This is an optimization exercise on Yosys and OpenROAD, whose aim is small area, a short achievable clock period and few clock cycles per item, not a production implementation.
Function was checked by simulation only, so behaviour that the tests miss may differ from the original.
Power is estimated from default activity; no workload was simulated.

<file path="flow/flow/run.sh">
#!/bin/bash
set -o pipefail
cat >> config.mk <<'CFG'
export SETUP_SLACK_MARGIN = 5.8
export BUFFER_PORTS_ARGS = -buffer_cell sky130_fd_sc_hd__buf_1
CFG
bash standard.sh > standard_run.log 2>&1
</file>
<file path="flow/standard.sh">
#!/bin/bash
# synth_recipe.tcl (not shown) runs the flow's synth.tcl, then flattens the netlist and writes it again
# the make line also repeats each setting of config.mk as NAME=value (left out here)
make -C /OpenROAD-flow-scripts/flow DESIGN_CONFIG=/design/flow/config.mk WORK_HOME=/design/flow/orfs CLKGATE_MAP_FILE= SYNTH_SCRIPT=/design/flow/synth_recipe.tcl "${@:-finish}"
</file>
<file path="flow/config.mk">
export PLATFORM = sky130hd
export DESIGN_NAME = dxt1_dxt5_block_decoder_core
export DESIGN_NICKNAME = dxt1_dxt5_block_decoder_core
export VERILOG_FILES = /design/flow/design.v
export SDC_FILE = /design/flow/constraint.sdc
export NUM_CORES = 4
export LEC_CHECK = 0
export ABC_AREA = 1
export CAP_MARGIN = 20
export CORE_MARGIN = 2
export CORE_UTILIZATION = 40
export CTS_CLUSTER_DIAMETER = 80
export CTS_CLUSTER_SIZE = 20
export SLEW_MARGIN = 20
export SETUP_SLACK_MARGIN = 5.8
export BUFFER_PORTS_ARGS = -buffer_cell sky130_fd_sc_hd__buf_1
</file>
<file path="flow/constraint.sdc">
create_clock -name core_clock -period 9.0 [get_ports {i_clk}]
set_input_delay 1.8000 -clock core_clock [delete_from_list [all_inputs] [get_ports {i_clk}]]
set_output_delay 1.8000 -clock core_clock [all_outputs]
set_load 0.01 [all_outputs]
</file>
<file path="flow/design.v">
`timescale 1ns / 1ps
package dxtdec_pkg;
    localparam int PIX_IDX_W = 24;
    localparam logic [1:0] CFG_IDX_FORMAT = 2'd0;
    localparam logic [1:0] CFG_IDX_WIDTH  = 2'd1;
    localparam logic [1:0] CFG_IDX_HEIGHT = 2'd2;
    typedef struct packed {
        logic        fmt_dxt5;
        logic [12:0] width;
        logic [12:0] height;
    } t_cfg;
    typedef struct packed {
        logic [3:0][31:0]          pal;
        logic [7:0][7:0]           apal;
        logic [31:0]               cidx;
        logic [47:0]               aidx;
        logic                      dxt5;
        logic [PIX_IDX_W-1:0]      base;
        logic [PIX_IDX_W-1:0]      step;
        logic                      last_img;
    } t_blk;
    typedef struct packed {
        logic full;
        logic empty;
    } t_q_stat;
endpackage
`timescale 1ns / 1ps
module dxt1_dxt5_block_decoder_core #(
    parameter int MAX_DIMENSION = 4096
) (
    input  logic         i_clk,
    input  logic         i_rst_n,
    input  logic         i_cfg_valid,
    output logic         o_cfg_ready,
    input  logic [1:0]   i_cfg_index,
    input  logic [12:0]  i_cfg_data,
    input  logic         s_axis_tvalid,
    output logic         s_axis_tready,
    input  logic [127:0] s_axis_tdata,    
    output logic         m_axis_tvalid,
    input  logic         m_axis_tready,
    output logic [55:0]  m_axis_tdata,    
    output logic         m_axis_tlast,
    output logic [0:0]   m_axis_tuser     
);
    localparam logic [1:0] AM_INTERP = 2'd0;
    localparam logic [1:0] AM_ZERO   = 2'd1;
    localparam logic [1:0] AM_FULL   = 2'd2;
    function automatic logic [9:0] blkdim1(input logic [12:0] v);
        if (v[12]) begin
            blkdim1 = 10'd1023;
        end else if (v[11:2] == 10'd0) begin
            blkdim1 = 10'd0;
        end else begin
            blkdim1 = v[11:2] - 10'd1;
        end
    endfunction
    function automatic logic [1:0] sxy(input logic [1:0] c);
        sxy = {c[0] ^ c[1], c[0]};
    endfunction
    function automatic logic [23:0] expand565(input logic [15:0] v);
        expand565 = {v[4:0], v[4:2], v[10:5], v[10:9], v[15:11], v[15:13]};
    endfunction
    function automatic logic [7:0] div3(input logic [9:0] n);
        logic [1:0] r;
        logic [3:0] t;
        logic [9:0] q;
        r = 2'd0;
        for (int i = 4; i >= 0; i--) begin
            t = st3({r, n[2*i +: 2]});
            q[2*i +: 2] = t[3:2];
            r = t[1:0];
        end
        div3 = q[7:0];
    endfunction
    function automatic logic [8:0] divmod57(input logic [7:0] d, input logic seven);
        logic [2:0] r7, r5;
        logic [4:0] s;
        logic [7:0] q7, q5;
        r7 = 3'd0;
        r5 = 3'd0;
        for (int i = 3; i >= 0; i--) begin
            s = st7({r7, d[2*i +: 2]});
            q7[2*i +: 2] = s[4:3];
            r7 = s[2:0];
            s = st5({r5, d[2*i +: 2]});
            q5[2*i +: 2] = s[4:3];
            r5 = s[2:0];
        end
        divmod57 = seven ? {q7[5:0], r7} : {q5[5:0], r5};
    endfunction
    function automatic logic [4:0] st7(input logic [4:0] v);
        case (v)
            5'd0: st7 = 5'd0;
            5'd1: st7 = 5'd1;
            5'd2: st7 = 5'd2;
            5'd3: st7 = 5'd3;
            5'd4: st7 = 5'd4;
            5'd5: st7 = 5'd5;
            5'd6: st7 = 5'd6;
            5'd7: st7 = 5'd8;
            5'd8: st7 = 5'd9;
            5'd9: st7 = 5'd10;
            5'd10: st7 = 5'd11;
            5'd11: st7 = 5'd12;
            5'd12: st7 = 5'd13;
            5'd13: st7 = 5'd14;
            5'd14: st7 = 5'd16;
            5'd15: st7 = 5'd17;
            5'd16: st7 = 5'd18;
            5'd17: st7 = 5'd19;
            5'd18: st7 = 5'd20;
            5'd19: st7 = 5'd21;
            5'd20: st7 = 5'd22;
            5'd21: st7 = 5'd24;
            5'd22: st7 = 5'd25;
            5'd23: st7 = 5'd26;
            5'd24: st7 = 5'd27;
            5'd25: st7 = 5'd28;
            5'd26: st7 = 5'd29;
            5'd27: st7 = 5'd30;
            5'd28: st7 = 5'd0;
            5'd29: st7 = 5'd0;
            5'd30: st7 = 5'd0;
            5'd31: st7 = 5'd0;
            default: st7 = 5'd0;
        endcase
    endfunction
    function automatic logic [4:0] st5(input logic [4:0] v);
        case (v)
            5'd0: st5 = 5'd0;
            5'd1: st5 = 5'd1;
            5'd2: st5 = 5'd2;
            5'd3: st5 = 5'd3;
            5'd4: st5 = 5'd4;
            5'd5: st5 = 5'd8;
            5'd6: st5 = 5'd9;
            5'd7: st5 = 5'd10;
            5'd8: st5 = 5'd11;
            5'd9: st5 = 5'd12;
            5'd10: st5 = 5'd16;
            5'd11: st5 = 5'd17;
            5'd12: st5 = 5'd18;
            5'd13: st5 = 5'd19;
            5'd14: st5 = 5'd20;
            5'd15: st5 = 5'd24;
            5'd16: st5 = 5'd25;
            5'd17: st5 = 5'd26;
            5'd18: st5 = 5'd27;
            5'd19: st5 = 5'd28;
            5'd20: st5 = 5'd0;
            5'd21: st5 = 5'd0;
            5'd22: st5 = 5'd0;
            5'd23: st5 = 5'd0;
            5'd24: st5 = 5'd0;
            5'd25: st5 = 5'd0;
            5'd26: st5 = 5'd0;
            5'd27: st5 = 5'd0;
            5'd28: st5 = 5'd0;
            5'd29: st5 = 5'd0;
            5'd30: st5 = 5'd0;
            5'd31: st5 = 5'd0;
            default: st5 = 5'd0;
        endcase
    endfunction
    function automatic logic [3:0] st3(input logic [3:0] v);
        case (v)
            4'd0: st3 = 4'd0;
            4'd1: st3 = 4'd1;
            4'd2: st3 = 4'd2;
            4'd3: st3 = 4'd4;
            4'd4: st3 = 4'd5;
            4'd5: st3 = 4'd6;
            4'd6: st3 = 4'd8;
            4'd7: st3 = 4'd9;
            4'd8: st3 = 4'd10;
            4'd9: st3 = 4'd12;
            4'd10: st3 = 4'd13;
            4'd11: st3 = 4'd14;
            4'd12: st3 = 4'd0;
            4'd13: st3 = 4'd0;
            4'd14: st3 = 4'd0;
            4'd15: st3 = 4'd0;
            default: st3 = 4'd0;
        endcase
    endfunction
    logic        r_fmt;
    logic [9:0]  r_bw, r_bh;        
    assign o_cfg_ready = 1'b1;
    always_ff @(posedge i_clk) begin
        if (!i_rst_n) begin
            r_fmt <= 1'b0;
            r_bw  <= 10'd0;
            r_bh  <= 10'd0;
        end else if (i_cfg_valid) begin
            if (i_cfg_index == 2'd0) r_fmt <= i_cfg_data[0];
            if (i_cfg_index == 2'd1) r_bw  <= blkdim1(i_cfg_data);
            if (i_cfg_index == 2'd2) r_bh  <= blkdim1(i_cfg_data);
        end
    end
    logic [9:0]   r_col, r_row;
    logic [21:0]  r_bb;            
    logic         r_busy;          
    logic [3:0]   r_it;
    logic         r_rdy;           
    logic         r_bv;            
    logic [63:0]  r_lo;            
    logic [31:0]  r_hidx;          
    logic [31:0]  r_chdr;          
    logic         r_bfour;         
    logic         r_bfmt;
    logic [9:0]   r_bbw;           
    logic         r_lc, r_lr;
    logic [7:0]   r_bad;           
    logic         r_bseven;        
    logic [3:0]   r_k;             
    logic [1:0]   r_nci;           
    logic [2:0]   r_nai;           
    logic         r_cv;
    logic [29:0]  r_cn;            
    logic         r_cfour;
    logic [2:0]   r_cj;            
    logic [1:0]   r_cam;           
    logic         r_pseven;
    logic [7:0]   r_pa0;           
    logic [5:0]   r_pq;
    logic [5:0]   r_pf;            
    logic         r_ov;
    logic [31:0]  r_rgba;
    logic [21:0]  r_idx;
    logic [3:0]   r_ok;            
    logic         r_blast;         
    logic         r_olast, r_ouser;
    logic [1:0]   r_oklo;          
    logic         r_upd;           
    logic w_acc, w_go, w_sel, w_first, w_pend, w_wwrite, w_bset, w_step, w_nrow, w_upd;
    logic w_bv_n, w_busy_n;
    logic [21:0] w_aug, w_add, w_sum;
    logic [11:0] w_rm;
    logic [10:0] w_col1, w_row1;
    logic        w_cin;
    logic [22:0] w_sum23, w_idx23;
    assign w_acc    = s_axis_tvalid && r_rdy;
    assign w_go     = r_cv && (!r_ov || m_axis_tready);
    assign w_sel    = r_bv && (!r_cv || w_go);
    assign w_first  = w_go && (r_ok == 4'd0);
    assign w_upd    = r_upd;
    assign w_pend   = (r_bv && r_k == 4'd0) || (r_cv && r_ok == 4'd0) || r_upd;
    assign w_wwrite = i_cfg_valid && (i_cfg_index == 2'd1);
    assign w_nrow   = w_upd && r_lc && !r_lr;
    assign w_bset   = (w_wwrite && ((r_row != 10'd0) || r_bv || r_cv || r_upd || w_acc)) || w_nrow;
    assign w_step   = r_busy && !w_pend;
    assign w_col1 = {1'b0, r_col} + 11'd1;
    assign w_row1 = {1'b0, r_row} + 11'd1;
    assign w_rm  = {r_row, 2'b00};
    always_comb begin
        if (!r_busy) begin
            w_aug = r_bb;
            w_add = 22'd0;
            w_cin = 1'b1;
        end else if (r_it == 4'd12) begin
            w_aug = r_bb;
            w_add = 22'(r_col);
            w_cin = 1'b0;
        end else begin
            w_aug = (r_it == 4'd0) ? 22'd0 : {r_bb[20:0], 1'b0};
            w_cin = w_rm[4'd11 - r_it];
            w_add = w_cin ? 22'(r_bw) : 22'd0;
        end
    end
    assign w_sum23 = {w_aug, 1'b1} + {w_add, w_cin};
    assign w_sum   = w_sum23[22:1];
    assign w_bv_n   = w_acc ? 1'b1 : (w_sel && r_k == 4'd15) ? 1'b0 : r_bv;
    assign w_busy_n = w_bset ? 1'b1 : (w_step && r_it == 4'd12) ? 1'b0 : r_busy;
    always_ff @(posedge i_clk) begin
        if (!i_rst_n) begin
            r_col  <= 10'd0;
            r_row  <= 10'd0;
            r_bb   <= 22'd0;
            r_busy <= 1'b0;
            r_it   <= 4'd0;
            r_rdy  <= 1'b1;
            r_bv   <= 1'b0;
            r_k    <= 4'd0;
            r_cv   <= 1'b0;
            r_ok   <= 4'd0;
            r_ov   <= 1'b0;
            r_upd  <= 1'b0;
        end else begin
            r_upd  <= w_first;
            r_bv   <= w_bv_n;
            r_busy <= w_busy_n;
            r_rdy  <= !w_bv_n && !w_busy_n;
            if (w_sel) r_k <= r_k + 4'd1;
            r_cv <= w_sel || (r_cv && !w_go);
            if (w_go) r_ok <= r_ok + 4'd1;
            r_ov <= w_go || (r_ov && !m_axis_tready);
            if (w_bset) begin
                r_it <= 4'd0;
            end else if (w_step) begin
                r_it <= r_it + 4'd1;
                r_bb <= w_sum;
            end
            if (w_upd) begin
                if (r_lc) begin
                    r_col <= 10'd0;
                    if (r_lr) begin
                        r_row <= 10'd0;
                        r_bb  <= 22'd0;
                    end else begin
                        r_row <= w_row1[9:0];
                    end
                end else begin
                    r_col <= w_col1[9:0];
                    if (!r_busy) r_bb <= w_sum;
                end
            end
        end
    end
    logic [7:0]  w_ia0, w_ia1;
    logic [31:0] w_ihdr;
    assign w_ihdr = r_fmt ? s_axis_tdata[95:64] : s_axis_tdata[31:0];
    assign w_ia0 = s_axis_tdata[7:0];
    assign w_ia1 = s_axis_tdata[15:8];
    always_ff @(posedge i_clk) begin
        if (r_rdy) begin
            r_lo     <= s_axis_tdata[63:0];
            r_hidx   <= s_axis_tdata[127:96];
            r_chdr   <= w_ihdr;
            r_bfour  <= r_fmt || (s_axis_tdata[15:0] > s_axis_tdata[31:16]);   
            r_bfmt   <= r_fmt;
            r_bbw    <= r_bw;
            r_lc     <= (r_col >= r_bw);
            r_lr     <= (r_row >= r_bh);
            r_bseven <= (w_ia0 > w_ia1);
            r_bad    <= (w_ia0 > w_ia1) ? (w_ia0 - w_ia1) : (w_ia1 - w_ia0);
        end
    end
    logic [3:0] w_k1;
    assign w_k1 = r_k + 4'd1;
    always_ff @(posedge i_clk) begin
        if (r_rdy) begin
            r_nci <= sxy(r_fmt ? s_axis_tdata[97:96] : s_axis_tdata[33:32]);
            r_nai <= s_axis_tdata[18:16];
        end else if (w_sel) begin
            r_nci <= sxy(r_bfmt ? r_hidx[2 * w_k1 +: 2] : r_lo[32 + 2 * w_k1 +: 2]);
            r_nai <= r_lo[16 + 3 * w_k1 +: 3];
        end
    end
    logic [15:0] w_c0, w_c1;
    logic [23:0] w_e0, w_e1;
    logic [1:0]  w_ci;
    logic [2:0]  w_ai;
    logic        w_four, w_zero, w_sx, w_sy;
    logic [7:0]  w_ex, w_ey;
    logic [29:0] w_n;
    logic [2:0]  w_j;
    logic [1:0]  w_am;
    always_comb begin
        w_c0   = r_chdr[15:0];
        w_c1   = r_chdr[31:16];
        w_e0   = expand565(w_c0);
        w_e1   = expand565(w_c1);
        w_ci   = {r_nci[1] ^ r_nci[0], r_nci[0]};
        w_ai   = r_nai;
        w_four = r_bfour;
        w_sx   = r_nci[0];
        w_sy   = r_nci[1];
        w_zero = !w_four && w_sx && !w_sy;       
        for (int ch = 0; ch < 3; ch++) begin
            w_ex = w_sx ? w_e1[ch*8 +: 8] : w_e0[ch*8 +: 8];
            w_ey = w_sy ? w_e1[ch*8 +: 8] : w_e0[ch*8 +: 8];
            if (w_zero) begin
                w_n[ch*10 +: 10] = 10'd0;
            end else if (w_four) begin
                w_n[ch*10 +: 10] = {1'b0, w_ex, 1'b0} + {2'b00, w_ey};
            end else begin
                w_n[ch*10 +: 10] = {2'b00, w_ex} + {2'b00, w_ey};
            end
        end
        case (w_ai)
            3'd0:    w_j = 3'd0;
            3'd1:    w_j = r_bseven ? 3'd7 : 3'd5;
            default: w_j = w_ai - 3'd1;
        endcase
        if (!r_bfmt) begin
            w_am = w_zero ? AM_ZERO : AM_FULL;
        end else if (!r_bseven && w_ai == 3'd6) begin
            w_am = AM_ZERO;
        end else if (!r_bseven && w_ai == 3'd7) begin
            w_am = AM_FULL;
        end else begin
            w_am = AM_INTERP;
        end
    end
    logic [8:0] w_qr;
    logic [5:0] w_f;
    always_comb begin
        if (r_bseven) begin
            case (w_qr[2:0])         
                3'd1:    w_f = 6'd9;
                3'd2:    w_f = 6'd18;
                3'd3:    w_f = 6'd27;
                3'd4:    w_f = 6'd36;
                3'd5:    w_f = 6'd45;
                3'd6:    w_f = 6'd54;
                default: w_f = 6'd0;
            endcase
        end else begin
            case (w_qr[2:0])         
                3'd1:    w_f = 6'd13;
                3'd2:    w_f = 6'd26;
                3'd3:    w_f = 6'd39;
                3'd4:    w_f = 6'd52;
                default: w_f = 6'd0;
            endcase
        end
    end
    assign w_qr = divmod57(r_bad, r_bseven);
    always_ff @(posedge i_clk) begin
        if (w_sel) begin
            r_cn    <= w_n;
            r_cfour <= w_four;
            r_cj    <= w_j;
            r_cam   <= w_am;
            if (r_k == 4'd0) begin
                r_pseven <= r_bseven;
                r_pa0    <= r_bseven ? ~r_lo[7:0] : r_lo[7:0];
                r_pq     <= w_qr[8:3];
                r_pf     <= w_f;
            end
        end
    end
    logic [23:0] w_rgb;
    logic [7:0]  w_z, w_alpha;
    logic [11:0] w_qq;
    logic [13:0] w_a, w_p0, w_p2, w_s1;
    logic [14:0] w_y1, w_z15;
    always_comb begin
        for (int ch = 0; ch < 3; ch++) begin
            w_rgb[ch*8 +: 8] = r_cfour ? div3(r_cn[ch*10 +: 10]) : r_cn[ch*10+1 +: 8];
        end
        w_qq = {r_pq, r_pf};
        w_a  = {r_pa0, {6{r_pseven}}};
        case (r_cj[2:1])
            2'b00:   w_p2 = 14'd0;
            2'b11:   w_p2 = 14'({w_qq, 3'b000});
            default: w_p2 = 14'({w_qq, 2'b00});
        endcase
        case (r_cj[1:0])
            2'b00:   w_p0 = 14'd0;
            2'b01:   w_p0 = 14'(w_qq);
            2'b10:   w_p0 = ~(14'({w_qq, 1'b0}));
            default: w_p0 = ~(14'(w_qq));
        endcase
        w_s1  = w_a ^ w_p0 ^ w_p2;
        w_y1  = {(w_a & w_p0) | (w_a & w_p2) | (w_p0 & w_p2), 1'b0};
        w_z15 = {w_s1, 1'b1} + {w_y1[13:0], r_cj[1]};
        w_z   = w_z15[14:7];
        case (r_cam)
            AM_ZERO: w_alpha = 8'd0;
            AM_FULL: w_alpha = 8'd255;
            default: w_alpha = r_pseven ? ~w_z : w_z;
        endcase
    end
    assign w_idx23 = {r_idx, 1'b1} + {12'd0, r_bbw, 1'b1};
    always_ff @(posedge i_clk) begin
        if (w_go) begin
            r_rgba  <= {w_alpha, w_rgb};
            r_olast <= (r_ok == 4'd15);
            r_ouser <= (r_ok == 4'd15) && r_blast;
            r_oklo  <= r_ok[1:0];
            if (r_ok == 4'd0) begin
                r_idx   <= r_bb;
                r_blast <= r_lc && r_lr;
            end else if (r_ok[1:0] == 2'd0) begin
                r_idx <= w_idx23[22:1];
            end
        end
    end
    assign s_axis_tready = r_rdy;
    assign m_axis_tvalid = r_ov;
    assign m_axis_tdata  = {r_idx, r_oklo, r_rgba};
    assign m_axis_tlast  = r_olast;
    assign m_axis_tuser  = r_ouser;
endmodule
</file>
==> flow_metrics.env, run 1 <==
export IMPL_synth_avg_cell_area_um2=8.101
export IMPL_seq_power_share_pct=33.4
export IMPL_drive_above_1_share_pct=12.03
export IMPL_fillCellCount=5602
export IMPL_portBuffers=206
export IMPL_rr_endpoint="r_rgba[29]"
export IMPL_worstSetupStartpoint="r_cj[1]"
export IMPL_async_flop_share_pct=0
export IMPL_synth_xor_area_share_pct=2.320
export IMPL_dr_pass1_iters=5
export IMPL_fp_dieW_um=245.9
export IMPL_synth_edf_count=264
export IMPL_p_comb_share_pct=48.5
export IMPL_final_antenna_net_count=0
export IMPL_critPathKind="reg2reg"
export IMPL_cts_tree="yes"
export IMPL_fin_skew_ns=0.02248
export IMPL_cts_clk_slew_worst_paths_ns=0.08
export IMPL_ys_types=61
export IMPL_slew_violations=0
export IMPL_start_util_pct=40.48
export IMPL_fin_crit_sh_pct=36.88
export IMPL_fp_row_count=88
export IMPL_grt_start_max_net_pins=68
export IMPL_core_um2=57810
export IMPL_synthAdderAreaFrac_pct=11.58
export IMPL_gp_congestion=0.9180
export IMPL_drt_iter0_drc=1558
export IMPL_p_per_area_nw_per_um2=235.8
export IMPL_mostFrequentLayoutCells="541 x nand2_1, 384 x inv_1, 265 x o21ai_0, 264 x edfxtp_1, 196 x a21oi_1"
export IMPL_dpl_hpwl_um=50000
export IMPL_leakage_uw=0.01147
export IMPL_timing_rr_start="r_cj[1]"
export IMPL_ys_ff_latch=345
export IMPL_synth_compound_gate_area_share_pct=16.61
export IMPL_die_area_um2=60460
export IMPL_p_switching_uw=2703
export IMPL_clock_latency_ns=0.56
export IMPL_avgRoutedWirePerCell_um=17.33
export IMPL_dr_wl_met3_um=4378
export IMPL_dr_wl_met2_um=30580
export IMPL_ir_drop_mv=0.1393
export IMPL_die_height_um=245.9
export IMPL_top_layer_used="met5"
export IMPL_rsz0062_at_grt="yes"
export IMPL_synthToLayoutAreaGrowth_pct=16.53
export IMPL_ios=209
export IMPL_antenna_found_initial=8
export IMPL_nets=3476
export IMPL_synthFlopType="edfxtp_1"
export IMPL_grt_pass1_wl_um=104600
export IMPL_stdcell_count=3913
export IMPL_cp_max_fo=8
export IMPL_final_common_cell="nand2_1"
export IMPL_grt_pass1_vias=19490
export IMPL_synth_warnings=1
export IMPL_routed_wl_um=67800
export IMPL_fmax_mhz=301.2
export IMPL_rr_worst_depth=18
export IMPL_arrival_ns=3.63
export IMPL_start_kind="flip-flop"
export IMPL_tightest_slew_ns=1.011
export IMPL_swShare_pct=42.03
export IMPL_fin_util_pct=47.18
export IMPL_finalHoldViolations=0
export IMPL_synthCells=2889
export IMPL_yosys_mux_area_fraction_pct=0.2192
export IMPL_synthSimpleGateAreaFrac_pct=20.13
export IMPL_finalSetupViolCount=0
export IMPL_yosysSeqAreaShare_pct=40.80
export IMPL_syn_cell_area_um2=23400
export IMPL_period_needed_ns=3.320
export IMPL_maxCapViolations=0
export IMPL_cts_htree_levels=1
export IMPL_status="finished clean"
export IMPL_synth_top_family_by_area="simple AND/OR/NAND/NOR gates"
export IMPL_cts_sinks=345
export IMPL_num_vias=20680
export IMPL_worst_r2r_setup_slack_ns=5.68
export IMPL_endpoint="r_rgba[29]"
export IMPL_wl_met1_um=31500
export IMPL_end_kind="flip-flop"
export IMPL_clkPwrFrac_pct=18.0
export IMPL_worstPathRequired_ns=9.31
export IMPL_tns_ns=0
export IMPL_dp_cells=3792
export IMPL_root_buffer="clkbuf_16"
export IMPL_vias_per_cell=5.286
export IMPL_drcViolationCount=0
export IMPL_grt_total_usage_pct=21.76
export IMPL_worstHoldPathType="reg2reg"
export IMPL_grt_overflow_total=0
export IMPL_cts_path_max_buffers=3
export IMPL_p_int_uw=3728
export IMPL_syn_num_nets=3241
export IMPL_max_slew_margin_pct=32.53
export IMPL_cts_buffers=25
[flip-flops by register name, indices dropped and copies added (netlist names), 10 cells and up]
signal	count
r_col	10
r_lo	56
r_bbw	10
r_idx	22
r_bb	22
r_row	10
r_cn	30
r_rgba	32
r_bw	10
r_hidx	32
r_bh	10
r_chdr	32
[cell usage after synthesis (all sizes together) (2+ instances only)]
cell type | instances | area, um^2
o21bai | 8 | 63.81
o22ai | 26 | 162.7
nor4 | 9 | 71.32
a21o | 6 | 45.04
nand2 | 591 | 2326
nand3 | 187 | 1008
or2 | 23 | 143.9
nor2 | 196 | 743.2
nand4 | 17 | 106.4
o31ai | 9 | 67.56
a221oi | 3 | 26.28
a31o | 2 | 17.52
fa | 21 | 420.4
edfxtp | 264 | 7928
inv | 418 | 1569
a211oi | 4 | 30.03
and3 | 2 | 12.51
xor2 | 39 | 341.6
o21a | 10 | 75.07
nand3b | 6 | 57.56
and2 | 4 | 25.02
o2111ai | 3 | 26.28
buf | 21 | 121.4
clkbuf | 63 | 236.5
clkinv | 5 | 18.77
o311ai | 4 | 35.03
a22oi | 9 | 67.56
ha | 183 | 2290
dfxtp | 81 | 1622
nor3b | 7 | 52.55
a21boi | 3 | 22.52
a31oi | 18 | 112.6
o21ai | 315 | 1603
a21oi | 212 | 1061
xnor2 | 23 | 201.4
o221ai | 18 | 157.7
o211ai | 38 | 285.3
mux2i | 4 | 40.04
nor3 | 32 | 165.2
[power groups by stage]
stage | Clock [uW] | Sequential [uW] | Combinational, uW
6_report | 1160 | 2150 | 3120
3_5_place_dp | 0 | 2200 | 2720
2_1_floorplan | 0 | 2160 | 2110
3_3_place_gp | 0 | 2190 | 2650
5_1_grt | 1250 | 2170 | 3530
4_1_cts | 1190 | 2150 | 2920
[critical path, stage by stage, from the launching register on]
cell and delay (ns):
edfxtp_1 0.44, buf_6 0.16, ha_4 0.29, inv_4 0.04, nand2_4 0.08, inv_8 0.05, a22oi_2 0.17, fa_1 0.45
inv_2 0.08, ha_4 0.19, a21oi_2 0.13, o21ai_2 0.08, nand2_1 0.08, o2111ai_2 0.14, a21o_1 0.22, xnor2_2 0.14
or2_4 0.23, nand3_2 0.06, nand2_1 0.05
[metal layers]
metal / GRT usage, % / up-vias
li1: - / 10300
met1: 30.87 / 9681
met2: 35.20 / 622
met3: 2.794 / 81
met4: 5.116 / 4
met5: 0 / -
[what timing repair did]
action / in CTS / in global routing
gates resized for setup: 104 / 163
cloned: 5 / 5
buffers inserted: 27 / 33
pin swaps: 25 / 61
hold buffers: 0 / 0
endpoints found under the setup margin: 49 / 117
[area by class of cell]
| class | count | area (um^2) | area share [%] |
|---|---|---|---|
| multi-input combinational | 2039 | 12700 | 46.57 |
| sequential | 345 | 9572 | 35.10 |
| inverter | 423 | 1653 | 6.061 |
| timing repair buffer | 283 | 1524 | 5.588 |
| tap | 765 | 957.2 | 3.510 |
| clock buffer | 31 | 679.4 | 2.491 |
| clock inverter | 14 | 118.9 | 0.4359 |
| timing repair inverter | 7 | 51.30 | 0.1881 |
| antenna | 6 | 15.01 | 0.05506 |
[stage by stage]
| step | setup slack (ns) | hold slack (ns) | power [uW] | area (um^2) |
|---|---|---|---|---|
| 6_report | 5.680 | 0.4860 | 6431 | 27270 |
| 2_1_floorplan | 5.372 | 0.4244 | 4264 | 23500 |
| 3_5_place_dp | 4.321 | 0.4765 | 4921 | 24980 |
| 4_1_cts | 5.687 | 0.4880 | 6270 | 26450 |
| 5_1_grt | 5.522 | 0.5184 | 6952 | 27270 |
| 3_3_place_gp | 4.300 | 0.4712 | 4840 | 24980 |
[cell families after synthesis]
family | count (synthesis)
XOR/XNOR | 62
AO/OA/AOI/OAI | 691
flip-flops | 345
adder cells (fa/ha/maj) | 204
AND/OR/NAND/NOR | 1074
other | 1
buffers and inverters | 507
multiplexers | 5
[how the worst min path moves through the flow]
| stage | from | endpoint | slack (ns) | depth (start not counted) |
|---|---|---|---|---|
| after detailed placement | r_bb[1] | r_bb[1] | 0.48 | 2 |
| after floorplan | r_bfour | r_cfour | 0.42 | 0 |
| final | r_bb[1] | r_bb[1] | 0.49 | 2 |
| after global routing | r_bb[19] | r_bb[19] | 0.52 | 2 |
| after global placement | r_bb[1] | r_bb[1] | 0.47 | 2 |
| after CTS | r_bb[1] | r_bb[1] | 0.49 | 2 |
Testbench counts, summed over its fixed seeds: cycles 17,440, items 16,384.
==> inputs of run 2 (changes only) <==
--- a/flow/config.mk
+++ b/flow/config.mk
@@ -6,11 +6,11 @@
 export NUM_CORES = 4
 export LEC_CHECK = 0
 export ABC_AREA = 1
-export CAP_MARGIN = 20
+export CAP_MARGIN = 10
 export CORE_MARGIN = 2
 export CORE_UTILIZATION = 40
 export CTS_CLUSTER_DIAMETER = 80
 export CTS_CLUSTER_SIZE = 20
-export SLEW_MARGIN = 20
+export SLEW_MARGIN = 10
 export SETUP_SLACK_MARGIN = 5.8
 export BUFFER_PORTS_ARGS = -buffer_cell sky130_fd_sc_hd__buf_1
==> run 2 against run 1 <==
Largest cell class unchanged. Clock power is essentially flat. Highest routed layer unchanged. Critical endpoint unchanged. Total power is 0.40% higher. Utilization is 0.056 points higher. Combinational power is essentially flat. Cell count hardly changed. Largest power group unchanged.
==> flow_metrics.env, run 2 <==
export IMPL_status="finished clean"
export IMPL_critPathKind="reg2reg"
export IMPL_vias_per_cell=5.296
export IMPL_cts_clk_slew_worst_paths_ns=0.08
export IMPL_yosys_mux_area_fraction_pct=0.2192
export IMPL_cp_top_family="adder cells"
export IMPL_synthToLayoutAreaGrowth_pct=16.67
export IMPL_fmax_mhz=301.2
export IMPL_fp_dieW_um=245.9
export IMPL_drive_above_1_share_pct=12.05
export IMPL_tightest_slew_ns=1.136
export IMPL_fin_crit_sh_pct=36.89
export IMPL_syn_cell_area_um2=23400
export IMPL_nets=3478
export IMPL_ys_ff_latch=345
export IMPL_routed_wl_um=68080
export IMPL_end_kind="flip-flop"
export IMPL_p_per_area_nw_per_um2=236.5
export IMPL_root_buffer="clkbuf_16"
export IMPL_cts_buffers=25
export IMPL_synth_top_family_by_area="simple AND/OR/NAND/NOR gates"
export IMPL_finalSetupViolCount=0
export IMPL_worstPathRequired_ns=9.31
export IMPL_ir_drop_mv=0.1394
export IMPL_cts_sinks=345
export IMPL_total_power_uw=6457
export IMPL_tns_ns=0
export IMPL_start_util_pct=40.48
export IMPL_yosys_top_cells_count="564 x nand2_1, 408 x inv_1, 298 x o21ai_0, 264 x edfxtp_1, 212 x a21oi_1"
export IMPL_synth_xor_area_share_pct=2.320
export IMPL_ys_types=61
export IMPL_arrival_ns=3.63
export IMPL_num_vias=20730
export IMPL_cts_tree="yes"
export IMPL_leakage_uw=0.01150
export IMPL_ios=209
export IMPL_period_needed_ns=3.321
export IMPL_cpPeakStageDelay_ns=0.45
export IMPL_path_cells="buf_6 > ha_4 > inv_4 > nand2_4 > inv_8 > a22oi_2 > fa_1 > inv_2 > ha_4 > a21oi_2 > o21ai_2 > nand2_1 > o2111ai_2 > a21o_1 > xnor2_2 > or2_4 > nand3_2 > nand2_1"
export IMPL_synthSimpleGateAreaFrac_pct=20.13
export IMPL_avgRoutedWirePerCell_um=17.39
export IMPL_grt_pass1_wl_um=104600
export IMPL_async_flop_share_pct=0
export IMPL_synthCells=2889
export IMPL_fillCellCount=5596
export IMPL_core_um2=57810
export IMPL_max_slew_margin_pct=24.28
export IMPL_crit_buf_inv=4
export IMPL_slowest_stage="fa_1"
export IMPL_worstHoldPathType="reg2reg"
export IMPL_yosysSeqAreaShare_pct=40.80
export IMPL_fp_row_count=88
export IMPL_antenna_found_initial=8
export IMPL_final_common_cell="nand2_1"
export IMPL_die_area_um2=60460
export IMPL_hold_buffers=0
export IMPL_multiInputGateArea_um2=12700
export IMPL_die_height_um=245.9
export IMPL_grt_pass1_vias=19490
export IMPL_synth_avg_cell_area_um2=8.101
export IMPL_cts_path_max_buffers=3
export IMPL_finalHoldViolations=0
export IMPL_rsz0062_at_grt="yes"
export IMPL_mostFrequentLayoutCells="541 x nand2_1, 385 x inv_1, 265 x o21ai_0, 264 x edfxtp_1, 196 x a21oi_1"
export IMPL_yosys_area_top_type="edfxtp_1"
export IMPL_grt_total_usage_pct=21.76
export IMPL_dpl_hpwl_um=50000
export IMPL_final_antenna_net_count=0
export IMPL_grt_start_max_net_pins=68
export IMPL_synth_compound_gate_area_share_pct=16.61
export IMPL_drcViolationCount=0
export IMPL_ys_top_cells_by_area="edfxtp_1 34%, ha_1 9.8%, nand2_1 9.0%"
export IMPL_synth_edf_count=264
export IMPL_synthMostInstantiatedCell="nand2_1"
export IMPL_syn_num_nets=3241
export IMPL_slew_violations=0
export IMPL_synthFlopType="edfxtp_1"
export IMPL_maxCapViolations=0
export IMPL_gp_congestion=0.9180
export IMPL_grt_overflow_total=0
export IMPL_portBuffers=206
export IMPL_fin_skew_ns=0.01763
export IMPL_clock_latency_ns=0.56
export IMPL_cp_max_fo=8
export IMPL_dr_pass1_iters=5
export IMPL_largest_register="r_lo"
export IMPL_cts_htree_levels=1
export IMPL_synthAdderAreaFrac_pct=11.58
export IMPL_synth_warnings=1
export IMPL_yosys_area_top_type_share_pct=33.88
export IMPL_largest_register_ff_count=56
export IMPL_start_kind="flip-flop"
export IMPL_final_seq_area_um2=9569
export IMPL_drt_iter0_drc=1512
-- run 2: logic make-up (layout without fill, tap and decap cells) --
group	count (synthesis)	count (layout)
mux	5	5
other cells	1	6
buf+inv	507	760
compound gates	691	691
simple gates	1074	1076
fa+ha+maj	204	204
flops	345	345
xor+xnor	62	62
-- run 2: worst paths after layout --
kind / startpoint / end / slack (ns) / depth (start not counted)
worst max-delay path: r_cj[1] / r_rgba[29] / 5.68 / 18
worst min register to register: r_bb[1] / r_bb[1] / 0.49 / 2
worst max register to register: r_cj[1] / r_rgba[29] / 5.68 / 18
worst min-delay path: r_bb[1] / r_bb[1] / 0.49 / 2
-- run 2: what timing repair did --
action / in CTS / in global routing
endpoints found under the hold margin: 0 / 0
gates resized for setup: 104 / 158
pin swaps: 25 / 60
gates cloned: 5 / 6
setup endpoints to repair: 49 / 108
setup buffers: 27 / 34
-- run 2: tightest hold or removal path: stages (launching register included) --
cell,delay (ns)
dfxtp_1,0.33
nand2_1,0.06
a21oi_1,0.05
-- run 2: final cells by class --
| type | instances | share of cell area [%] |
|---|---|---|
| multi-input cells | 2039 | 46.50 |
| flip-flops and latches | 345 | 35.05 |
| inverters | 423 | 6.040 |
| repair buffers | 286 | 5.779 |
| well taps | 765 | 3.506 |
| clock buffers | 31 | 2.488 |
| clock inverters | 14 | 0.4353 |
| repair inverters | 6 | 0.1604 |
| diodes | 5 | 0.04583 |
-- run 2: power by group --
part | leakage (uW) | internal (uW) | total [uW] | switching (uW)
Sequential | 0.00325 | 2010 | 2150 | 142
Clock | 0.000389 | 555 | 1160 | 608
Combinational | 0.00786 | 1180 | 3140 | 1970
-- run 2: routing by layer --
metal | track usage (%) | part of all wire (%)
met3 | 2.794 | 6.3
met2 | 35.20 | 45
met1 | 30.87 | 47
met4 | 5.116 | 2.0
met5 | 0 | 0.038
-- run 2: per-stage QoR --
step	worst slack [ns]	instances	cell area (um^2)	hold WS [ns]	utilization, %
after floorplan	5.372	2889	23500	0.4244	-
after global placement	4.300	3792	24980	0.4712	43.22
after detailed placement	4.321	3792	24980	0.4765	43.22
after CTS	5.687	3869	26450	0.4880	45.75
after global routing	5.522	3913	27300	0.5184	47.23
final	5.679	3914	27300	0.4863	47.23
==> inputs of run 3 (changes only) <==
--- a/flow/design.v
+++ b/flow/design.v
@@ -58,6 +58,13 @@
     function automatic logic [1:0] sxy(input logic [1:0] c);
         sxy = {c[0] ^ c[1], c[0]};
     endfunction
+    function automatic logic [4:0] booth(input logic [2:0] j);
+        booth[4] = j[2] & j[1];
+        booth[3] = j[2] ^ j[1];
+        booth[2] = j[1] & !j[0];
+        booth[1] = j[0];
+        booth[0] = j[1];
+    endfunction
     function automatic logic [23:0] expand565(input logic [15:0] v);
         expand565 = {v[4:0], v[4:2], v[10:5], v[10:9], v[15:11], v[15:13]};
     endfunction
@@ -219,7 +226,7 @@
     logic         r_cv;
     logic [29:0]  r_cn;            
     logic         r_cfour;
-    logic [2:0]   r_cj;            
+    logic [4:0]   r_cb;            
     logic [1:0]   r_cam;           
     logic         r_pseven;
     logic [7:0]   r_pa0;           
@@ -421,7 +428,7 @@
         if (w_sel) begin
             r_cn    <= w_n;
             r_cfour <= w_four;
-            r_cj    <= w_j;
+            r_cb    <= booth(w_j);
             r_cam   <= w_am;
             if (r_k == 4'd0) begin
                 r_pseven <= r_bseven;
@@ -442,20 +449,12 @@
         end
         w_qq = {r_pq, r_pf};
         w_a  = {r_pa0, {6{r_pseven}}};
-        case (r_cj[2:1])
-            2'b00:   w_p2 = 14'd0;
-            2'b11:   w_p2 = 14'({w_qq, 3'b000});
-            default: w_p2 = 14'({w_qq, 2'b00});
-        endcase
-        case (r_cj[1:0])
-            2'b00:   w_p0 = 14'd0;
-            2'b01:   w_p0 = 14'(w_qq);
-            2'b10:   w_p0 = ~(14'({w_qq, 1'b0}));
-            default: w_p0 = ~(14'(w_qq));
-        endcase
+        w_p2 = (r_cb[4] ? 14'({w_qq, 3'b000}) : 14'd0) | (r_cb[3] ? 14'({w_qq, 2'b00}) : 14'd0);
+        w_p0 = ((r_cb[2] ? 14'({w_qq, 1'b0}) : 14'd0) | (r_cb[1] ? 14'(w_qq) : 14'd0))
+             ^ {14{r_cb[0]}};
         w_s1  = w_a ^ w_p0 ^ w_p2;
         w_y1  = {(w_a & w_p0) | (w_a & w_p2) | (w_p0 & w_p2), 1'b0};
-        w_z15 = {w_s1, 1'b1} + {w_y1[13:0], r_cj[1]};
+        w_z15 = {w_s1, 1'b1} + {w_y1[13:0], r_cb[0]};
         w_z   = w_z15[14:7];
         case (r_cam)
             AM_ZERO: w_alpha = 8'd0;
==> flow/flow/run.sh (replaced) <==
#!/bin/bash
set -o pipefail
cat >> config.mk <<'CFG'
export SETUP_SLACK_MARGIN = 6
export BUFFER_PORTS_ARGS = -buffer_cell sky130_fd_sc_hd__buf_1
CFG
bash standard.sh > standard_run.log 2>&1
--- a/flow/config.mk
+++ b/flow/config.mk
@@ -6,11 +6,11 @@
 export NUM_CORES = 4
 export LEC_CHECK = 0
 export ABC_AREA = 1
-export CAP_MARGIN = 10
+export CAP_MARGIN = 20
 export CORE_MARGIN = 2
 export CORE_UTILIZATION = 40
 export CTS_CLUSTER_DIAMETER = 80
 export CTS_CLUSTER_SIZE = 20
-export SLEW_MARGIN = 10
-export SETUP_SLACK_MARGIN = 5.8
+export SLEW_MARGIN = 20
+export SETUP_SLACK_MARGIN = 6
 export BUFFER_PORTS_ARGS = -buffer_cell sky130_fd_sc_hd__buf_1
==> run 3 against run 2 <==
Still clean on timing, DRC and antenna. Cell count rose by 0.46%. Global-route usage fell by 0.10 points. Hold slack got worse by 0.0096 ns. Critical path depth fell by 3. Combinational power rose by 13%. Sequential power barely moved. Total power rose by 8.5%. Largest cell class unchanged.
==> flow_metrics.env, run 3 <==
export IMPL_drt_iter0_drc=1433
export IMPL_ys_top_cells_by_area="edfxtp_1 34%, ha_1 9.8%, nand2_1 9.2%"
export IMPL_syn_cell_area_um2=23320
export IMPL_tns_ns=0
export IMPL_grt_pass1_vias=19460
export IMPL_fin_skew_ns=0.02580
export IMPL_slew_violations=0
export IMPL_seq_power_share_pct=30.9
export IMPL_p_switching_uw=2947
export IMPL_grt_overflow_total=0
export IMPL_yosys_mux_area_fraction_pct=0.3111
export IMPL_synth_compound_gate_area_share_pct=16.27
export IMPL_p_int_uw=4061
export IMPL_worst_slack_ns=5.723
export IMPL_dr_pass1_iters=7
export IMPL_finalSetupViolCount=0
export IMPL_ios=209
export IMPL_dp_slack_ns=4.822
export IMPL_synth_xor_area_share_pct=3.042
export IMPL_dpl_hpwl_um=49270
export IMPL_cpMostUsedCell="buf_4"
export IMPL_cts_htree_levels=1
export IMPL_ir_drop_mv=0.1637
export IMPL_cp_max_fo=5
export IMPL_grt_total_usage_pct=21.66
export IMPL_synthAdderAreaFrac_pct=11.62
export IMPL_status="finished clean"
export IMPL_path_cells="inv_4 > o22ai_2 > xor2_1 > fa_1 > ha_4 > buf_4 > a211oi_4 > nand3_2 > buf_4 > buf_6 > buf_4 > xnor2_2 > or2_4 > nand3_2 > nand2_1"
export IMPL_cpPeakStageDelay_ns=0.59
export IMPL_fillCellCount=5454
export IMPL_die_area_um2=60260
export IMPL_tightest_slew_ns=1.053
export IMPL_num_vias=20930
export IMPL_synth_edf_count=266
export IMPL_yosysSeqAreaShare_pct=41.20
export IMPL_maxCapViolations=0
export IMPL_worstPathRequired_ns=9.32
export IMPL_top_layer_used="met5"
export IMPL_yosys_area_top_type="edfxtp_1"
export IMPL_antenna_found_initial=3
export IMPL_cts_path_max_buffers=3
export IMPL_grt_pass1_wl_um=104200
export IMPL_cts_tree="yes"
export IMPL_end_kind="flip-flop"
export IMPL_finalHoldViolations=0
export IMPL_synth_top_family_by_area="simple AND/OR/NAND/NOR gates"
export IMPL_fin_crit_sh_pct=36.41
export IMPL_dp_cells=3756
export IMPL_swShare_pct=42.05
export IMPL_ys_types=61
export IMPL_drcViolationCount=0
export IMPL_fp_row_count=88
export IMPL_worstHoldPathType="reg2reg"
export IMPL_hold_slack_ns=0.4767
export IMPL_leakage_uw=0.01192
export IMPL_nets=3498
export IMPL_max_slew_margin_pct=29.77
export IMPL_dr_wl_met3_um=3807
export IMPL_root_buffer="clkbuf_16"
export IMPL_crit_buf_inv=5
export IMPL_yosys_area_top_type_share_pct=34.25
export IMPL_cts_clk_slew_worst_paths_ns=0.08
export IMPL_p_per_area_nw_per_um2=245.5
export IMPL_drive_above_1_share_pct=16.93
export IMPL_portBuffers=206
export IMPL_dr_wl_met2_um=31510
export IMPL_synth_avg_cell_area_um2=8.169
export IMPL_synthFlopType="edfxtp_1"
export IMPL_p_comb_share_pct=50.7
export IMPL_avgRoutedWirePerCell_um=17.41
export IMPL_ys_ff_latch=347
export IMPL_mostFrequentLayoutCells="529 x nand2_1, 355 x inv_1, 266 x edfxtp_1, 232 x o21ai_0, 179 x buf_1"
export IMPL_largest_register_ff_count=56
export IMPL_rsz0062_at_grt="yes"
export IMPL_synthToLayoutAreaGrowth_pct=22.40
export IMPL_vias_per_cell=5.324
export IMPL_clock_latency_ns=0.58
export IMPL_arrival_ns=3.60
export IMPL_synthCells=2855
export IMPL_largest_register="r_lo"
export IMPL_die_height_um=245.5
export IMPL_fmax_mhz=305.1
export IMPL_slowest_stage="fa_1"
export IMPL_clkPwrFrac_pct=18.4
export IMPL_yosys_top_cells_count="569 x nand2_1, 391 x inv_1, 296 x o21ai_0, 266 x edfxtp_1, 207 x a21oi_1"
export IMPL_synthSimpleGateAreaFrac_pct=19.45
export IMPL_grt_start_max_net_pins=78
export IMPL_gp_congestion=0.9325
export IMPL_cp_top_family="adder cells"
export IMPL_synthMostInstantiatedCell="nand2_1"
export IMPL_synth_warnings=1
export IMPL_period_needed_ns=3.277
export IMPL_total_power_uw=7008
export IMPL_hold_buffers=0
export IMPL_start_util_pct=40.43
export IMPL_syn_num_nets=3207
export IMPL_critPathKind="reg2reg"
export IMPL_cts_sinks=347
export IMPL_start_kind="flip-flop"
export IMPL_final_common_cell="nand2_1"
export IMPL_fp_dieW_um=245.5
export IMPL_core_um2=57700
export IMPL_stdcell_count=3932
export IMPL_final_antenna_net_count=0
export IMPL_async_flop_share_pct=0
export IMPL_wl_met1_um=31410
export IMPL_routed_wl_um=68460
export IMPL_cts_buffers=27
[run 3: cell types whose count changed in the layout (fill, tap and decap cells not counted), moves of 11 or more]
| cell | before | now |
|---|---|---|
| nand2_2 | 31 | 42 |
| o22ai_1 | 26 | 38 |
| inv_1 | 385 | 355 |
| o211ai_1 | 38 | 19 |
| xor2_1 | 39 | 51 |
| nand2_1 | 541 | 529 |
| buf_1 | 191 | 179 |
| o21ai_0 | 265 | 232 |
| nor2_1 | 181 | 158 |
| a21oi_1 | 196 | 175 |
| buf_4 | 63 | 105 |
| o21ai_1 | 32 | 50 |
[run 3: layer usage]
| layer | track usage (%) | up-vias |
|---|---|---|
| li1 | - | 10320 |
| met1 | 30.33 | 9880 |
| met2 | 35.51 | 632 |
| met3 | 2.619 | 94 |
| met4 | 5.472 | 6 |
| met5 | 0 | - |
[run 3: logic make-up (layout without fill, tap and decap cells)]
logic type,Yosys count,in the layout
flops,347,347
mux,7,7
simple gates,1044,1046
buf+inv,491,800
compound gates,680,680
fa+ha+maj,204,204
xor+xnor,81,81
other cells,1,2
[run 3: final cells by class]
cell class	count	area (um^2)	area share, %
Clock buffer	34	754.5	2.643
Sequential cell	347	9641	33.77
Inverter	409	1657	5.803
Multi-Input combinational cell	2019	13280	46.52
Timing Repair inverter	7	50.05	0.1753
Timing Repair Buffer	335	2032	7.118
Clock inverter	15	175.2	0.6136
Tap cell	765	957.2	3.353
Antenna cell	1	2.502	0.008766
[run 3: worst paths after layout]
path / start / endpoint / slack [ns] / cells after the start
setup / recovery: r_cb[2] / r_rgba[26] / 5.72 / 15
hold reg to reg: r_fmt / r_bfmt / 0.48 / 0
setup reg to reg: r_cb[2] / r_rgba[26] / 5.72 / 15
hold / removal: r_fmt / r_bfmt / 0.48 / 0
[run 3: through the flow]
step / cell area [um^2] / utilization (%)
global placement: 25120 / 43.53
finish: 28550 / 49.48
global route: 28540 / 49.48
floorplan: 23690 / -
CTS: 26940 / 46.70
detailed placement: 25120 / 43.53
[run 3: what timing repair did]
item                       4_1_cts  5_1_grt
hold endpoints to repair         0        0
setup buffers                   55       60
resized for setup              127      265
setup endpoints to repair      170       99
pin swaps                       33      108
gates cloned                     5        5
[run 3: power by group through the flow]
stage | registers, uW | clock network [uW] | logic (uW)
after floorplan | 2180 | 0 | 2240
after global placement | 2220 | 0 | 2790
after detailed placement | 2230 | 0 | 2870
after CTS | 2170 | 1320 | 3110
after global routing | 2190 | 1390 | 3990
final | 2170 | 1290 | 3550
Testbench counts of run 3, summed over its fixed seeds: cycles 17,440, items 16,384.
==> inputs of run 4 (changes only) <==
==> flow/flow/run.sh (replaced) <==
#!/bin/bash
set -o pipefail
cat >> config.mk <<'CFG'
export SETUP_SLACK_MARGIN = 5.7
export BUFFER_PORTS_ARGS = -buffer_cell sky130_fd_sc_hd__buf_1
CFG
bash standard.sh > standard_run.log 2>&1
--- a/flow/config.mk
+++ b/flow/config.mk
@@ -12,5 +12,5 @@
 export CTS_CLUSTER_DIAMETER = 80
 export CTS_CLUSTER_SIZE = 20
 export SLEW_MARGIN = 20
-export SETUP_SLACK_MARGIN = 6
+export SETUP_SLACK_MARGIN = 5.7
 export BUFFER_PORTS_ARGS = -buffer_cell sky130_fd_sc_hd__buf_1
==> run 4 against run 3 <==
Die area unchanged. Sequential cell count unchanged. Utilization decreased by 3.2 points. Critical path type is now in2reg. Sequential share of layout area increased by 2.3 points. Synthesized cell count unchanged. Clock-buffer cell count unchanged. Via count decreased by 2.5%. Setup slack improved by 0.017 ns. Global-route usage decreased by 0.53 points. Maximum frequency increased by 0.51%. First-iteration DRC count increased by 3.2%. Final area decreased by 6.5%.
==> flow_metrics.env, run 4 <==
export IMPL_num_vias=20410
export IMPL_status="finished clean"
export IMPL_post_dp_cell_area_um2=24920
export IMPL_nets=3405
export IMPL_fp_row_count=88
export IMPL_worstPathRequired_ns=9.35
export IMPL_start_kind="input port"
export IMPL_dp_slack_ns=4.232
export IMPL_avgRoutedWirePerCell_um=17.16
export IMPL_met1_usage_pct=29.51
export IMPL_start_util_pct=40.43
export IMPL_synth_edf_count=266
export IMPL_tightest_slew_ns=1.036
export IMPL_yosys_area_top_type_share_pct=34.25
export IMPL_routed_wl_um=65850
export IMPL_n_antenna_cell=0
export IMPL_critPathKind="in2reg"
export IMPL_leakage_uw=0.01117
export IMPL_fillCellCount=5737
export IMPL_endpoint="r_bad[6]"
export IMPL_die_height_um=245.5
export IMPL_path_depth=9
export IMPL_worstSetupStartpoint="s_axis_tdata[13]"
export IMPL_rsz0062_at_grt="yes"
export IMPL_synth_warnings=1
export IMPL_drcViolationCount=0
export IMPL_antenna_found_initial=1
export IMPL_timing_rr_start="r_cb[1]"
export IMPL_grt_pass1_vias=19320
export IMPL_largest_register_ff_count=56
export IMPL_rr_endpoint="r_rgba[31]"
export IMPL_async_flop_share_pct=0
export IMPL_yosys_top_cells_count="569 x nand2_1, 391 x inv_1, 296 x o21ai_0, 266 x edfxtp_1, 207 x a21oi_1"
export IMPL_syn_num_nets=3207
export IMPL_met2_usage_pct=34.56
export IMPL_worstHoldPathType="reg2reg"
export IMPL_rr_worst_depth=17
export IMPL_synthMostInstantiatedCell="nand2_1"
export IMPL_finalSetupViolCount=0
export IMPL_crit_buf_inv=1
export IMPL_end_kind="flip-flop"
export IMPL_slowest_stage="ha_4"
export IMPL_fin_skew_ns=0.03613
export IMPL_grt_util_met3_pct=2.270
export IMPL_root_buffer="clkbuf_16"
export IMPL_synthCells=2855
export IMPL_yosys_area_top_type="edfxtp_1"
export IMPL_drt_iter0_drc=1479
export IMPL_dr_pass1_iters=5
export IMPL_slew_violations=0
export IMPL_synth_avg_cell_area_um2=8.169
export IMPL_vias_per_cell=5.317
export IMPL_p_per_area_nw_per_um2=248.2
export IMPL_multiInputGateArea_um2=12390
export IMPL_ys_top_cells_by_area="edfxtp_1 34%, ha_1 9.8%, nand2_1 9.2%"
export IMPL_dpl_hpwl_um=49570
export IMPL_max_slew_margin_pct=30.29
export IMPL_busiest_layer="met2"
export IMPL_final_seq_area_um2=9632
export IMPL_drive_above_1_share_pct=8.819
export IMPL_worst_r2r_setup_slack_ns=5.81
export IMPL_fin_crit_sh_pct=36.23
export IMPL_cts_clk_slew_worst_paths_ns=0.09
export IMPL_grt_total_usage_pct=21.13
export IMPL_worst_slack_ns=5.739
export IMPL_portBuffers=206
export IMPL_final_common_cell="nand2_1"
export IMPL_core_um2=57700
export IMPL_largest_register="r_lo"
export IMPL_die_area_um2=60260
export IMPL_gp_congestion=0.9016
export IMPL_syn_cell_area_um2=23320
export IMPL_cp_max_fo=6
export IMPL_fmax_mhz=306.7
export IMPL_maxCapViolations=0
export IMPL_mostFrequentLayoutCells="556 x nand2_1, 379 x inv_1, 288 x o21ai_0, 266 x edfxtp_1"
export IMPL_final_antenna_net_count=0
export IMPL_finalHoldViolations=0
export IMPL_yosysSeqAreaShare_pct=41.20
export IMPL_cts_sinks=347
export IMPL_ys_ff_latch=347
export IMPL_clock_latency_ns=0.61
export IMPL_fp_dieW_um=245.5
export IMPL_path_cells="buf_1 > ha_4 > nand2_1 > nor3_2 > nand4_1 > nand2_4 > mux2i_4 > o221ai_1 > xor2_1"
export IMPL_grt_start_max_net_pins=67
export IMPL_period_needed_ns=3.261
export IMPL_cts_tree="yes"
export IMPL_tns_ns=0
export IMPL_grt_pass1_wl_um=101800
export IMPL_cpPeakStageDelay_ns=0.35
export IMPL_cts_htree_levels=1
export IMPL_arrival_ns=3.61
export IMPL_ir_drop_mv=0.1610
export IMPL_total_power_uw=6623
export IMPL_grt_overflow_total=0
export IMPL_ios=209
export IMPL_synthFlopType="edfxtp_1"
export IMPL_cts_buffers=27
export IMPL_synthToLayoutAreaGrowth_pct=14.39
export IMPL_ys_types=61
export IMPL_fin_area_um2=26680
export IMPL_cts_path_max_buffers=3
export IMPL_cp_top_family="simple AND/OR/NAND/NOR gates"
run 4: worst min-delay path by stage:
stage | end | slack [ns] | depth (start not counted) | startpoint
after global routing | r_bb[1] | 0.49 | 2 | r_bb[1]
after floorplan | r_cfour | 0.42 | 0 | r_bfour
final | r_bbw[1] | 0.47 | 0 | r_bw[1]
after detailed placement | r_bbw[3] | 0.46 | 0 | r_bw[3]
after global placement | r_bb[3] | 0.46 | 2 | r_bb[3]
after CTS | r_bb[1] | 0.47 | 2 | r_bb[1]
run 4: cell families after synthesis:
group | after synthesis | synth area share (%)
compound gates | 680 | 16.27
xor+xnor | 81 | 3.042
fa+ha+maj | 204 | 11.62
buf+inv | 491 | 8.100
flops | 347 | 41.20
mux | 7 | 0.3111
other cells | 1 | 0.01608
simple gates | 1044 | 19.45
run 4: report_power, final:
group	switching, uW	leakage [uW]	internal (uW)
clock network	646	0.000435	630
logic	2010	0.00746	1160
registers	152	0.00327	2030
run 4: per-stage QoR:
step           hold WS (ns)  util [%]  std cells
6_report             0.4730     46.24       3838
5_1_grt              0.4883     46.24       3838
2_1_floorplan        0.4244         -       2855
3_3_place_gp         0.4557     43.19       3757
3_5_place_dp         0.4601     43.19       3757
4_1_cts              0.4728     45.18       3816
run 4: timing repair:
action / in CTS / in global routing
cloned: 1 / 3
resized for setup: 42 / 93
pin swaps: 0 / 41
setup buffers: 9 / 19
hold buffers: 0 / 0
endpoints found under the setup margin: 50 / 44
run 4: final cells by class:
type | instances | area share [%]
Timing Repair Buffer | 247 | 4.441
Inverter | 409 | 5.932
Clock buffer | 34 | 2.711
Tap cell | 765 | 3.588
Clock inverter | 15 | 0.7316
Multi-Input combinational cell | 2018 | 46.43
Sequential cell | 347 | 36.10
Timing Repair inverter | 3 | 0.06565
run 4: routing by layer:
metal,wire length (um),part of all wire (%)
met5,0,0
met1,30520,46
met4,1912,2.9
met2,30040,46
met3,3373,5.1
==> inputs of run 5 (changes only) <==
==> flow/flow/run.sh (replaced) <==
#!/bin/bash
set -o pipefail
cat >> config.mk <<'CFG'
export SETUP_SLACK_MARGIN = 5.8
export BUFFER_PORTS_ARGS = -buffer_cell sky130_fd_sc_hd__buf_1
CFG
bash standard.sh > standard_run.log 2>&1
--- a/flow/config.mk
+++ b/flow/config.mk
@@ -12,5 +12,5 @@
 export CTS_CLUSTER_DIAMETER = 80
 export CTS_CLUSTER_SIZE = 20
 export SLEW_MARGIN = 20
-export SETUP_SLACK_MARGIN = 5.7
+export SETUP_SLACK_MARGIN = 5.8
 export BUFFER_PORTS_ARGS = -buffer_cell sky130_fd_sc_hd__buf_1
==> run 5 against run 4 <==
Clock skew fell by 0.0026 ns. Area after synthesis did not move. Routed wire length rose by 3.0%. Maximum frequency up 2.5%. Register-to-register slack better by 0.05 ns. Critical path type unchanged.
==> flow_metrics.env, run 5 <==
export IMPL_fillCellCount=5592
export IMPL_nets=3428
export IMPL_tightest_slew_ns=1.006
export IMPL_final_common_cell="nand2_1"
export IMPL_yosys_top_cells_count="569 x nand2_1, 391 x inv_1, 296 x o21ai_0, 266 x edfxtp_1, 207 x a21oi_1"
export IMPL_p_per_area_nw_per_um2=249.1
export IMPL_post_dp_cell_area_um2=24940
export IMPL_die_height_um=245.5
export IMPL_final_antenna_net_count=0
export IMPL_antenna_found_initial=3
export IMPL_dpl_hpwl_um=49700
export IMPL_clkPwrFrac_pct=20.6
export IMPL_ios=209
export IMPL_synthMostInstantiatedCell="nand2_1"
export IMPL_yosysSeqAreaShare_pct=41.20
export IMPL_vias_per_cell=5.369
export IMPL_drive_above_1_share_pct=11.17
export IMPL_slowest_stage="ha_4"
export IMPL_status="finished clean"
export IMPL_cp_max_fo=5
export IMPL_avgRoutedWirePerCell_um=17.55
export IMPL_yosys_area_top_type_share_pct=34.25
export IMPL_ys_types=61
export IMPL_p_switching_uw=2846
export IMPL_root_buffer="clkbuf_16"
export IMPL_yosys_area_top_type="edfxtp_1"
export IMPL_p_int_uw=3929
export IMPL_cts_path_max_buffers=3
export IMPL_drt_iter0_drc=1352
export IMPL_syn_num_nets=3207
export IMPL_synth_edf_count=266
export IMPL_syn_cell_area_um2=23320
export IMPL_grt_pass1_vias=19640
export IMPL_worst_slack_ns=5.819
export IMPL_worstHoldPathType="reg2reg"
export IMPL_cts_tree="yes"
export IMPL_cts_buffers=28
export IMPL_portBuffers=206
export IMPL_period_needed_ns=3.181
export IMPL_num_vias=20760
export IMPL_max_slew_margin_pct=32.29
export IMPL_fp_row_count=88
export IMPL_slew_violations=0
export IMPL_finalHoldViolations=0
export IMPL_fp_dieW_um=245.5
export IMPL_synthToLayoutAreaGrowth_pct=16.60
export IMPL_dr_pass1_iters=6
export IMPL_dp_slack_ns=4.263
export IMPL_arrival_ns=3.54
export IMPL_fin_crit_sh_pct=35.34
export IMPL_critPathKind="in2reg"
export IMPL_start_kind="input port"
export IMPL_p_comb_share_pct=47.4
export IMPL_rsz0062_at_grt="yes"
export IMPL_fin_area_um2=27200
export IMPL_core_um2=57700
export IMPL_ys_ff_latch=347
export IMPL_drcViolationCount=0
export IMPL_leakage_uw=0.01137
export IMPL_synth_warnings=1
export IMPL_grt_start_max_net_pins=67
export IMPL_ys_top_cells_by_area="edfxtp_1 34%, ha_1 9.8%, nand2_1 9.2%"
export IMPL_cts_sinks=347
export IMPL_end_kind="flip-flop"
export IMPL_largest_register_ff_count=56
export IMPL_ir_drop_mv=0.1541
export IMPL_fmax_mhz=314.4
export IMPL_synth_avg_cell_area_um2=8.169
export IMPL_grt_total_usage_pct=21.76
export IMPL_swShare_pct=42.01
export IMPL_cts_htree_levels=1
export IMPL_mostFrequentLayoutCells="545 x nand2_1, 373 x inv_1, 268 x o21ai_0, 266 x edfxtp_1, 193 x buf_1"
export IMPL_async_flop_share_pct=0
export IMPL_clock_latency_ns=0.61
export IMPL_start_util_pct=40.43
export IMPL_finalSetupViolCount=0
export IMPL_routed_wl_um=67840
export IMPL_fin_skew_ns=0.03353
export IMPL_cts_clk_slew_worst_paths_ns=0.08
export IMPL_worstPathRequired_ns=9.36
export IMPL_die_area_um2=60260
export IMPL_tns_ns=0
export IMPL_synthFlopType="edfxtp_1"
export IMPL_grt_pass1_wl_um=105200
export IMPL_gp_congestion=0.9323
export IMPL_grt_overflow_total=0
export IMPL_maxCapViolations=0
export IMPL_synthCells=2855
export IMPL_cpPeakStageDelay_ns=0.28
export IMPL_seq_power_share_pct=32.0
export IMPL_largest_register="r_lo"
export IMPL_path_cells="buf_4 > inv_2 > ha_4 > inv_1 > nor3_4 > nand4_1 > nand2_4 > mux2i_4 > o221ai_2 > xor2_1"
## run 5: repair_timing
item | in CTS | in global routing
pin swaps | 15 | 57
cloned | 1 | 3
resized for setup | 71 | 151
setup endpoints to repair | 54 | 54
hold buffers | 0 | 0
buffers inserted | 20 | 28
## run 5: routing by layer
metal | share of wire (%) | vias to the layer above | GRT usage (%)
met5 | 0.019 | - | 0
met4 | 2.7 | 2 | 5.419
met3 | 5.5 | 90 | 2.597
met2 | 46 | 637 | 36.32
met1 | 45 | 9874 | 29.98
li1 | - | 10150 | -
## run 5: layout make-up
cell class / instances / area, um^2 / share of cell area, %
clock inverter: 17 / 245.2 / 0.9017
timing repair inverter: 3 / 20.02 / 0.07361
tap: 765 / 957.2 / 3.520
antenna: 3 / 7.507 / 0.02760
sequential: 347 / 9638 / 35.44
clock buffer: 35 / 790.8 / 2.908
timing repair buffer: 269 / 1346 / 4.950
inverter: 409 / 1607 / 5.907
multi-input combinational: 2018 / 12580 / 46.27
## run 5: final timing paths
| path | start | end | slack (ns) | depth (start not counted) |
|---|---|---|---|---|
| worst max-delay path | s_axis_tdata[4] | r_bad[5] | 5.82 | 10 |
| worst max register to register | r_cb[1] | r_rgba[31] | 5.86 | 17 |
| worst min-delay path | r_bb[3] | r_bb[3] | 0.48 | 2 |
| worst min register to register | r_bb[3] | r_bb[3] | 0.48 | 2 |
## run 5: power by group through the flow
stage	combinational [uW]	clock [uW]	sequential, uW
6_report	3210	1390	2170
3_3_place_gp	2780	0	2220
3_5_place_dp	2860	0	2220
5_1_grt	3650	1480	2190
2_1_floorplan	2230	0	2180
4_1_cts	2980	1430	2170
## run 5: logic make-up (layout without fill, tap and decap cells)
kind of cell / Yosys count / after routing / share of synthesized area, %
flip-flops: 347 / 347 / 41.20
adder cells (fa/ha/maj): 204 / 204 / 11.62
AND/OR/NAND/NOR: 1044 / 1045 / 19.45
multiplexers: 7 / 7 / 0.3111
AO/OA/AOI/OAI: 680 / 680 / 16.27
XOR/XNOR: 81 / 81 / 3.042
buffers and inverters: 491 / 733 / 8.100
other: 1 / 4 / 0.01608
## run 5: through the flow
stage | cells | hold slack (ns) | utilization (%) | power [uW]
detailed placement | 3759 | 0.4607 | 43.23 | 5089
global route | 3864 | 0.4965 | 47.13 | 7320
floorplan | 2855 | 0.4244 | - | 4403
CTS | 3832 | 0.4762 | 45.75 | 6579
finish | 3866 | 0.4779 | 47.14 | 6774
global placement | 3759 | 0.4548 | 43.23 | 4999
## run 5: critical path: cells and delay by family
kind                       cells  cell delay, ns
buffers and inverters          3            0.31
xor gates and xnor gates       1            0.17
muxes                          1            0.26
AOI/OAI and AO/OA              1            0.13
adders and majority gates      1            0.28
and+or+nand+nor                3            0.57

-- re-timing with driven ports --
How much do the figures lean on ideal ports? The routed layouts below were timed once more, with nothing changed but the port constraints. Step 1: set_driving_cell puts a clkbuf_16 on i_clk and a buf_2 on each other input, an assumption about the parent block. Step 2 times the ports against the registers' clock, not the clock port: input delays grow and output delays shrink by t, the midpoint of the rising clock arrivals with the driver on. Three values: ideal, step 1, step 2; two values: the first two.
run	shift t [ns]	slack for setup (ns)	worst register clock-pin slew, ns	worst data-port slew with drivers (ns)	pins driven straight from the clock port
run 1	0.613	5.680 / 5.680 / 5.116	0.09 / 0.09	0.10	1
run 2	0.617	5.679 / 5.679 / 5.110	0.09 / 0.09	0.11	1
run 3	0.633	5.723 / 5.723 / 5.321	0.09 / 0.09	0.10	1
run 4	0.647	5.739 / 5.714 / 5.095	0.09 / 0.09	0.10	1
run 5	0.656	5.819 / 5.799 / 5.155	0.09 / 0.09	0.11	1
After both steps every run listed still meets setup and hold. For run 5, which loses most, drivers alone change the setup slack by -0.020 ns; drivers and shift together by -0.664 ns.
